Context: an optimization exercise on an open-source flow, tuned for small area and a short achievable clock period. The choices shown serve that exercise and are no tape-out recipe. Only simulation tests tie the RTL to the original design; equivalence was not proved. Power and IR drop assume default switching activity.

== rev 12 ==
Design mips_instr_sequencer, start of the top module:
module mips_instr_sequencer #(
  parameter int                DATA_W       = 32,
  parameter int                DEPTH        = 64,
  parameter int                ADDR_W       = $clog2(DEPTH),
  parameter logic [DATA_W-1:0] NOP_WORD     = '0,
  parameter int                DRAIN_CYCLES = 12
) (
  input  logic              clk,
  input  logic              reset,
  input  logic              load_en,
  input  logic [ADDR_W-1:0] load_addr,
  input  logic [DATA_W-1:0] load_data,
  input  logic [ADDR_W:0]   prog_len,
  input  logic              start,
  input  logic              step_mode,
  input  logic              step,
  input  logic              loop_en,
  input  logic              stall,
  input  logic              abort,
  output logic [DATA_W-1:0] instr,
  output logic              instr_valid,
  output logic [ADDR_W-1:0] pc_idx,
  output logic              busy,
  output logic              done,
  output logic [15:0]       issued_cnt
);
Size in the first run: roughly 5800 cells after synthesis, about 47 I/O pins, ~73000 µm² of cells after synthesis.
clock: 4.5 ns
lec_check: 0
cap_margin: 20
core_aspect_ratio: 0.6
core_margin: 2
core_utilization: 50
cts_cluster_diameter: 100
cts_cluster_size: 25
place_density: 0.85
setup_slack_margin: 2.5
slew_margin: 20
synth_hierarchical: 1
synth_minimum_keep_size: 0
tns_end_percent: 20
standard.sh (not shown) runs the stock make flow with config.mk's settings and CLKGATE_MAP_FILE= SYNTH_SCRIPT=/design/flow/synth_recipe.tcl, a recipe that flattens the netlist after the stock synthesis.
==> flow/flow/run.sh <==
#!/bin/bash
# Standard layout (the standard.sh, all steps, standard synthesis) with
# three changes made through ORFS's own hooks:
#  - the port buffers that global placement inserts are buf_4 cells instead of
#    the resizer's default pick (a clkdlybuf4s50_1 delay cell);
#  - the 64 x 32 buffer flip-flops are pre-placed as a regular array (bit b in
#    column b, word w in a row, a spare row after every two words) before
#    global placement and released after it, so each bit's read tree is placed
#    compactly around its column (place_array.tcl, release_array.tcl);
#  - instr[b] and load_data[b] pins are placed on the bottom and top edges at
#    column b before the pin placer places the rest (place_io.tcl).
set -euo pipefail
here="$(cd "$(dirname "${BASH_SOURCE[0]}")" && pwd)"
export BUFFER_PORTS_ARGS="-buffer_cell sky130_fd_sc_hd__buf_4"
export PRE_GLOBAL_PLACE_SKIP_IO_TCL="$here/place_array.tcl"
export POST_GLOBAL_PLACE_TCL="$here/release_array.tcl"
export PRE_IO_PLACEMENT_TCL="$here/place_io.tcl"
export ARRAY_GAP_EVERY=2
bash standard.sh finish > standard_make.log 2>&1
Other scripts of this flow, unchanged in this note and not shown: flow/flow/place_array.tcl, flow/flow/place_io.tcl, flow/flow/release_array.tcl
What rev 13 does differently from rev 12 at the input level:
- clearing TNS_END_PERCENT, which used to be 20
Results
Rev 13 ran to completion and came out clean on the timing, design-rule and antenna checks. Relative to rev 12, final non-filler cell area increased by about 0.7% in rev 13. Diff rev 13..rev 12 | TritonCTS sink count | unchanged. Cell count up about 0.43% in rev 13 wrt rev 12. Rev 12 → rev 13: sequential fraction of design power essentially unchanged, average wire per standard cell moved up, routed via count saw an increase. Going from rev 12 to rev 13, wire length reported by the detailed router rose 2300 µm, growth of design area from synthesis to finish rose 0.80 points. Between rev 13 and rev 12, the shortest clock period the worst path allows after layout is higher for rev 12. From rev 12 to rev 13 the numbers moved as follows: setup slack has increased, share of the core filled with cells in the final layout went up 0.40 points.

---

== run A ==
Another version of the RTL of mips_instr_sequencer (not shown whole).
Size: roughly 5,800 cells after synthesis, roughly 2,100 flip-flops, ~110 I/O pins, about 0.073 sq mm of cells after synthesis.
==> flow/design.v (excerpt) <==
module mips_instr_sequencer #(
  parameter int                DATA_W       = 32,
  parameter int                DEPTH        = 64,
  parameter int                ADDR_W       = $clog2(DEPTH),
  parameter logic [DATA_W-1:0] NOP_WORD     = '0,
  parameter int                DRAIN_CYCLES = 12
) (
  input  logic              clk,
  input  logic              reset,
  input  logic              load_en,
  input  logic [ADDR_W-1:0] load_addr,
  input  logic [DATA_W-1:0] load_data,
  input  logic [ADDR_W:0]   prog_len,
  input  logic              start,
  input  logic              step_mode,
  input  logic              step,
  input  logic              loop_en,
  input  logic              stall,
  input  logic              abort,
  output logic [DATA_W-1:0] instr,
  output logic              instr_valid,
  output logic [ADDR_W-1:0] pc_idx,
  output logic              busy,
  output logic              done,
  output logic [15:0]       issued_cnt
);
  localparam logic [3:0] c_DRAIN = 4'(DRAIN_CYCLES);
  logic              run_q, step_q, drain_q, busy_q;
  logic [3:0]        dcnt_q;
  logic [ADDR_W-1:0] idx_q;       
  logic [7:0]        row_q;       
  logic [7:0]        col_q;       
  logic [DEPTH-1:0]  rsel;        
  logic [ADDR_W-1:0] last_q;      
  logic              loop_q;
  logic [DATA_W-1:0] instr_q;     
  logic              valid_q;
  logic [ADDR_W-1:0] pc_q;
  logic [15:0]       cnt_q;
  logic              done_q;
  logic idle_q;                   
  logic idle;
  assign idle = idle_q;
  logic [DATA_W-1:0] mem_q [DEPTH];
  logic [DATA_W-1:0] mem_d [DEPTH];
  logic [DEPTH-1:0]  wr_en, keep;
  logic              load_ok;
  assign load_ok = load_en && idle;
  logic [7:0] wa_hi, wa_lo;
  always_comb begin
    for (int j = 0; j < 8; j++) begin
      wa_hi[j] = load_ok && (load_addr[5:3] == 3'(j));
      wa_lo[j] = (load_addr[2:0] == 3'(j));
    end
  end
  for (genvar w = 0; w < DEPTH; w++) begin : g_dec
    mips_seq_and2  u_we (.a(wa_hi[w/8]), .b(wa_lo[w%8]), .x(wr_en[w]));
    mips_seq_nand2 u_kp (.a(wa_hi[w/8]), .b(wa_lo[w%8]), .y(keep[w]));
  end
  for (genvar w = 0; w < DEPTH; w++) begin : g_w
    for (genvar b = 0; b < DATA_W; b++) begin : g_b
      mips_seq_a22o u_wr (
        .a1(wr_en[w]), .a2(load_data[b]), .b1(keep[w]), .b2(mem_q[w][b]), .x(mem_d[w][b])
      );
    end
  end
  ...
==> flow/config.mk <==
export PLATFORM = sky130hd
export DESIGN_NAME = mips_instr_sequencer
export DESIGN_NICKNAME = mips_instr_sequencer
export VERILOG_FILES = /design/flow/design.v
export SDC_FILE = /design/flow/constraint.sdc
export NUM_CORES = 4
export LEC_CHECK = 0
export CAP_MARGIN = 20
export CORE_ASPECT_RATIO = 0.62
export CORE_MARGIN = 2
export CORE_UTILIZATION = 55
export CTS_CLUSTER_DIAMETER = 100
export CTS_CLUSTER_SIZE = 25
export PLACE_DENSITY = 0.85
export SETUP_SLACK_MARGIN = 2.5
export SLEW_MARGIN = 20
export SYNTH_HIERARCHICAL = 1
export SYNTH_MINIMUM_KEEP_SIZE = 0
==> flow/constraint.sdc <==
create_clock -name core_clock -period 4.5 [get_ports {clk}]
set_input_delay 0.9000 -clock core_clock [delete_from_list [all_inputs] [get_ports {clk}]]
set_output_delay 0.9000 -clock core_clock [all_outputs]
set_load 0.01 [all_outputs]
==> flow/flow/run.sh <==
#!/bin/bash
# Standard layout (the standard.sh, all steps, standard synthesis) with two
# changes made through ORFS's own hooks:
#  - the port buffers that global placement inserts are buf_4 cells instead of
#    the resizer's default pick (a clkdlybuf4s50_1 delay cell);
#  - the 64 x 32 buffer flip-flops are pre-placed as a regular array (bit b in
#    column b, word w in a row) before global placement and released after it,
#    so each bit's read tree is placed compactly around its column.
set -euo pipefail
here="$(cd "$(dirname "${BASH_SOURCE[0]}")" && pwd)"
export BUFFER_PORTS_ARGS="-buffer_cell sky130_fd_sc_hd__buf_4"
export PRE_GLOBAL_PLACE_SKIP_IO_TCL="$here/place_array.tcl"
export POST_GLOBAL_PLACE_TCL="$here/release_array.tcl"
bash standard.sh finish > standard_make.log 2>&1
==> flow/flow/place_array.tcl <==
# Pre-places the 64 x 32 buffer flip-flops mem_q[w][b] as a regular array before
# global placement: bit b in column b, word w in a row, a spare row after every
# 4 words. Each column starts one site right of a tap-cell x position, so no
# flop overlaps a tap cell. The flops are FIRM during global placement (the
# placer then puts the write muxes and read-tree gates around them) and are
# released again after it (release_array.tcl).
set block [ord::get_db_block]
set core  [$block getCoreArea]
set site_w 460
set taps {}
foreach inst [$block getInsts] {
  if {[string match "*tapvpwrvgnd*" [[$inst getMaster] getName]]} {
    lappend taps [lindex [$inst getLocation] 0]
  }
}
set xs [lsort -integer -unique $taps]
set rows {}
foreach row [$block getRows] {
  lappend rows [list [lindex [$row getOrigin] 1] [$row getOrient]]
}
set rows [lsort -integer -index 0 $rows]
set nbits 32
set nwords 64
set nrows_arr [expr {$nwords + $nwords / 4}]
set k0 [expr {([llength $xs] - $nbits) / 2}]
set r0 [expr {([llength $rows] - $nrows_arr) / 2}]
if {$k0 < 0 || $r0 < 0} { error "place_array: core too small for the array" }
set placed 0
for {set w 0} {$w < $nwords} {incr w} {
  set r [lindex $rows [expr {$r0 + $w + $w / 4}]]
  set y [lindex $r 0]
  set orient [lindex $r 1]
  for {set b 0} {$b < $nbits} {incr b} {
    set x [expr {[lindex $xs [expr {$k0 + $b}]] + $site_w}]
    set inst [$block findInst "mem_q\\\[$w\\\]\\\[$b\\\]\$_DFF_P_"]
    if {$inst eq "NULL"} { error "place_array: no flop for word $w bit $b" }
    $inst setOrient $orient
    $inst setLocation $x $y
    $inst setPlacementStatus FIRM
    incr placed
  }
}
puts "place_array: placed $placed flip-flops, columns from x=[lindex $xs $k0], rows from [lindex [lindex $rows $r0] 0]"
Other scripts of this flow, unchanged in this note and not shown: flow/flow/release_array.tcl
Run A finished all stages; the layout is clean.
What run B does differently from run A at the input level:
--- a/flow/flow/run.sh
+++ b/flow/flow/run.sh
@@ -5,5 +5,5 @@
 #    the resizer's default pick (a clkdlybuf4s50_1 delay cell);
 #  - the 64 x 32 buffer flip-flops are pre-placed as a regular array (bit b in
-#    column b, word w in a row) before global placement and released after it,
+#    column b, word w in a row, a spare row after every two words) before global placement and released after it,
 #    so each bit's read tree is placed compactly around its column.
 set -euo pipefail
@@ -12,3 +12,4 @@
 export PRE_GLOBAL_PLACE_SKIP_IO_TCL="$here/place_array.tcl"
 export POST_GLOBAL_PLACE_TCL="$here/release_array.tcl"
+export ARRAY_GAP_EVERY=2
 bash standard.sh finish > standard_make.log 2>&1
--- a/flow/flow/place_array.tcl
+++ b/flow/flow/place_array.tcl
@@ -1,5 +1,5 @@
 # Pre-places the 64 x 32 buffer flip-flops mem_q[w][b] as a regular array before
 # global placement: bit b in column b, word w in a row, a spare row after every
-# 4 words. Each column starts one site right of a tap-cell x position, so no
+# ARRAY_GAP_EVERY words (default 4). Each column starts one site right of a tap-cell x position, so no
 # flop overlaps a tap cell. The flops are FIRM during global placement (the
 # placer then puts the write muxes and read-tree gates around them) and are
@@ -22,5 +22,7 @@
 set nbits 32
 set nwords 64
-set nrows_arr [expr {$nwords + $nwords / 4}]
+set gap 4
+if {[info exists ::env(ARRAY_GAP_EVERY)]} { set gap $::env(ARRAY_GAP_EVERY) }
+set nrows_arr [expr {$nwords + $nwords / $gap}]
 set k0 [expr {([llength $xs] - $nbits) / 2}]
 set r0 [expr {([llength $rows] - $nrows_arr) / 2}]
@@ -28,5 +30,5 @@
 set placed 0
 for {set w 0} {$w < $nwords} {incr w} {
-  set r [lindex $rows [expr {$r0 + $w + $w / 4}]]
+  set r [lindex $rows [expr {$r0 + $w + $w / $gap}]]
   set y [lindex $r 0]
   set orient [lindex $r 1]
--- a/flow/config.mk
+++ b/flow/config.mk
@@ -7,7 +7,7 @@
 export LEC_CHECK = 0
 export CAP_MARGIN = 20
-export CORE_ASPECT_RATIO = 0.62
+export CORE_ASPECT_RATIO = 0.6
 export CORE_MARGIN = 2
-export CORE_UTILIZATION = 55
+export CORE_UTILIZATION = 50
 export CTS_CLUSTER_DIAMETER = 100
 export CTS_CLUSTER_SIZE = 25
## What came out
Post-route standard cell area excluding fillers essentially unchanged between run A and run B.
A capturing element of the worst setup path of instr_q[1] is what run A shows, while instr[23] belongs to run B.
Note that the post-CTS repair timing setup buffer count recorded for run A amounts to 0.931 times the value seen in run B.
What run B reported for number of non-clock buffers in the layout has to be multiplied by 1.07 to get the figure for run A.
Run B: all stages complete, timing, DRC and antenna checks passed
Summary — overall via count from detail_route, run B relative to run A: lower, by 2,717.
Edits applied to the flow inputs when going from run B to run C:
==> flow/flow/run.sh <==
#!/bin/bash
# Standard layout (the standard.sh, all steps, standard synthesis) with
# three changes made through ORFS's own hooks:
#  - the port buffers that global placement inserts are buf_4 cells instead of
#    the resizer's default pick (a clkdlybuf4s50_1 delay cell);
#  - the 64 x 32 buffer flip-flops are pre-placed as a regular array (bit b in
#    column b, word w in a row, a spare row after every two words) before
#    global placement and released after it, so each bit's read tree is placed
#    compactly around its column (place_array.tcl, release_array.tcl);
#  - instr[b] and load_data[b] pins are placed on the bottom and top edges at
#    column b before the pin placer places the rest (place_io.tcl).
set -euo pipefail
here="$(cd "$(dirname "${BASH_SOURCE[0]}")" && pwd)"
export BUFFER_PORTS_ARGS="-buffer_cell sky130_fd_sc_hd__buf_4"
export PRE_GLOBAL_PLACE_SKIP_IO_TCL="$here/place_array.tcl"
export POST_GLOBAL_PLACE_TCL="$here/release_array.tcl"
export PRE_IO_PLACEMENT_TCL="$here/place_io.tcl"
export ARRAY_GAP_EVERY=2
bash standard.sh finish > standard_make.log 2>&1
==> flow/flow/place_io.tcl (new file) <==
# Puts each data pin next to its bit column of the pre-placed buffer array
# (see place_array.tcl): instr[b] on the bottom edge and load_data[b] on the
# top edge, at the x of column b. place_pins then places the other pins.
set block [ord::get_db_block]
set die   [$block getDieArea]
set taps {}
foreach inst [$block getInsts] {
  if {[string match "*tapvpwrvgnd*" [[$inst getMaster] getName]]} {
    lappend taps [lindex [$inst getLocation] 0]
  }
}
set xs [lsort -integer -unique $taps]
set k0 [expr {([llength $xs] - 32) / 2}]
set dbu [$block getDbUnitsPerMicron]
for {set b 0} {$b < 32} {incr b} {
  # middle of the column's flip-flop, snapped to the met2 track pitch (0.46 um)
  set x [expr {[lindex $xs [expr {$k0 + $b}]] + 460 + 3680}]
  set x [expr {(($x - 230) / 460) * 460 + 230}]
  set xu [expr {double($x) / $dbu}]
  place_pin -pin_name "instr\[$b\]" -layer met2 -location [list $xu 0] -pin_size {0.28 1.0} -force_to_die_boundary
  place_pin -pin_name "load_data\[$b\]" -layer met2 -location [list $xu [expr {double([$die yMax]) / $dbu}]] -pin_size {0.28 1.0} -force_to_die_boundary
}
puts "place_io: placed instr and load_data pins by column"
--- outcome ---
Compared run C against run B; sequential share of power within noise. Compare run C and run B | routed wire length on met3 higher: run C. Run B has a lower critical path depth than run C. Sequential share of cell area ends up higher on run B. The worst hold path stage count in run C was higher than what run B gave. Summary of run C over run B: post-route worst setup slack down 0.028 ns, total length of routed wires up 1.9%, total routing resource utilization after global routing up 0.42 points.

separate check: timing with driven ports:
Ports are ideal in the flow. The routed layouts listed here were re-timed in OpenROAD.
Step 1 (the two cells are an assumption about what drives the block):
set clk [get_ports {clk}]
set_driving_cell -lib_cell sky130_fd_sc_hd__clkbuf_16 $clk
set_driving_cell -lib_cell sky130_fd_sc_hd__buf_2 [delete_from_list [all_inputs] $clk]
Step 2, shift: input delay + t, output delay - t, t = (earliest + latest rising clock arrival at the registers) / 2. This alone moves slack from input paths to output paths.
Three values: ideal, step 1, step 2; two values: the first two.
run | shift t [ns] | slack for setup (ns) | latest minus earliest clock arrival (ns) | worst register clock-pin slew, ns | worst data-port slew with drivers (ns)
rev 12 | 0.817 | 2.338 / 2.277 / 1.490 | 0.032 / 0.031 | 0.10 / 0.10 | 0.18
rev 13 | 0.813 | 2.347 / 2.267 / 1.454 | 0.036 / 0.036 | 0.11 / 0.11 | 0.19
run A | 0.812 | 2.193 / 2.174 / 1.362 | 0.040 / 0.039 | 0.11 / 0.11 | 0.25
run B | 0.802 | 2.364 / 2.293 / 1.591 | 0.026 / 0.025 | 0.10 / 0.10 | 0.25
run C | 0.810 | 2.336 / 2.266 / 1.507 | 0.036 / 0.036 | 0.10 / 0.10 | 0.24
After both steps setup and hold are still met in every run listed. The setup slack of rev 13, which loses most, moves by -0.080 ns with the drivers and by -0.893 ns with both steps.
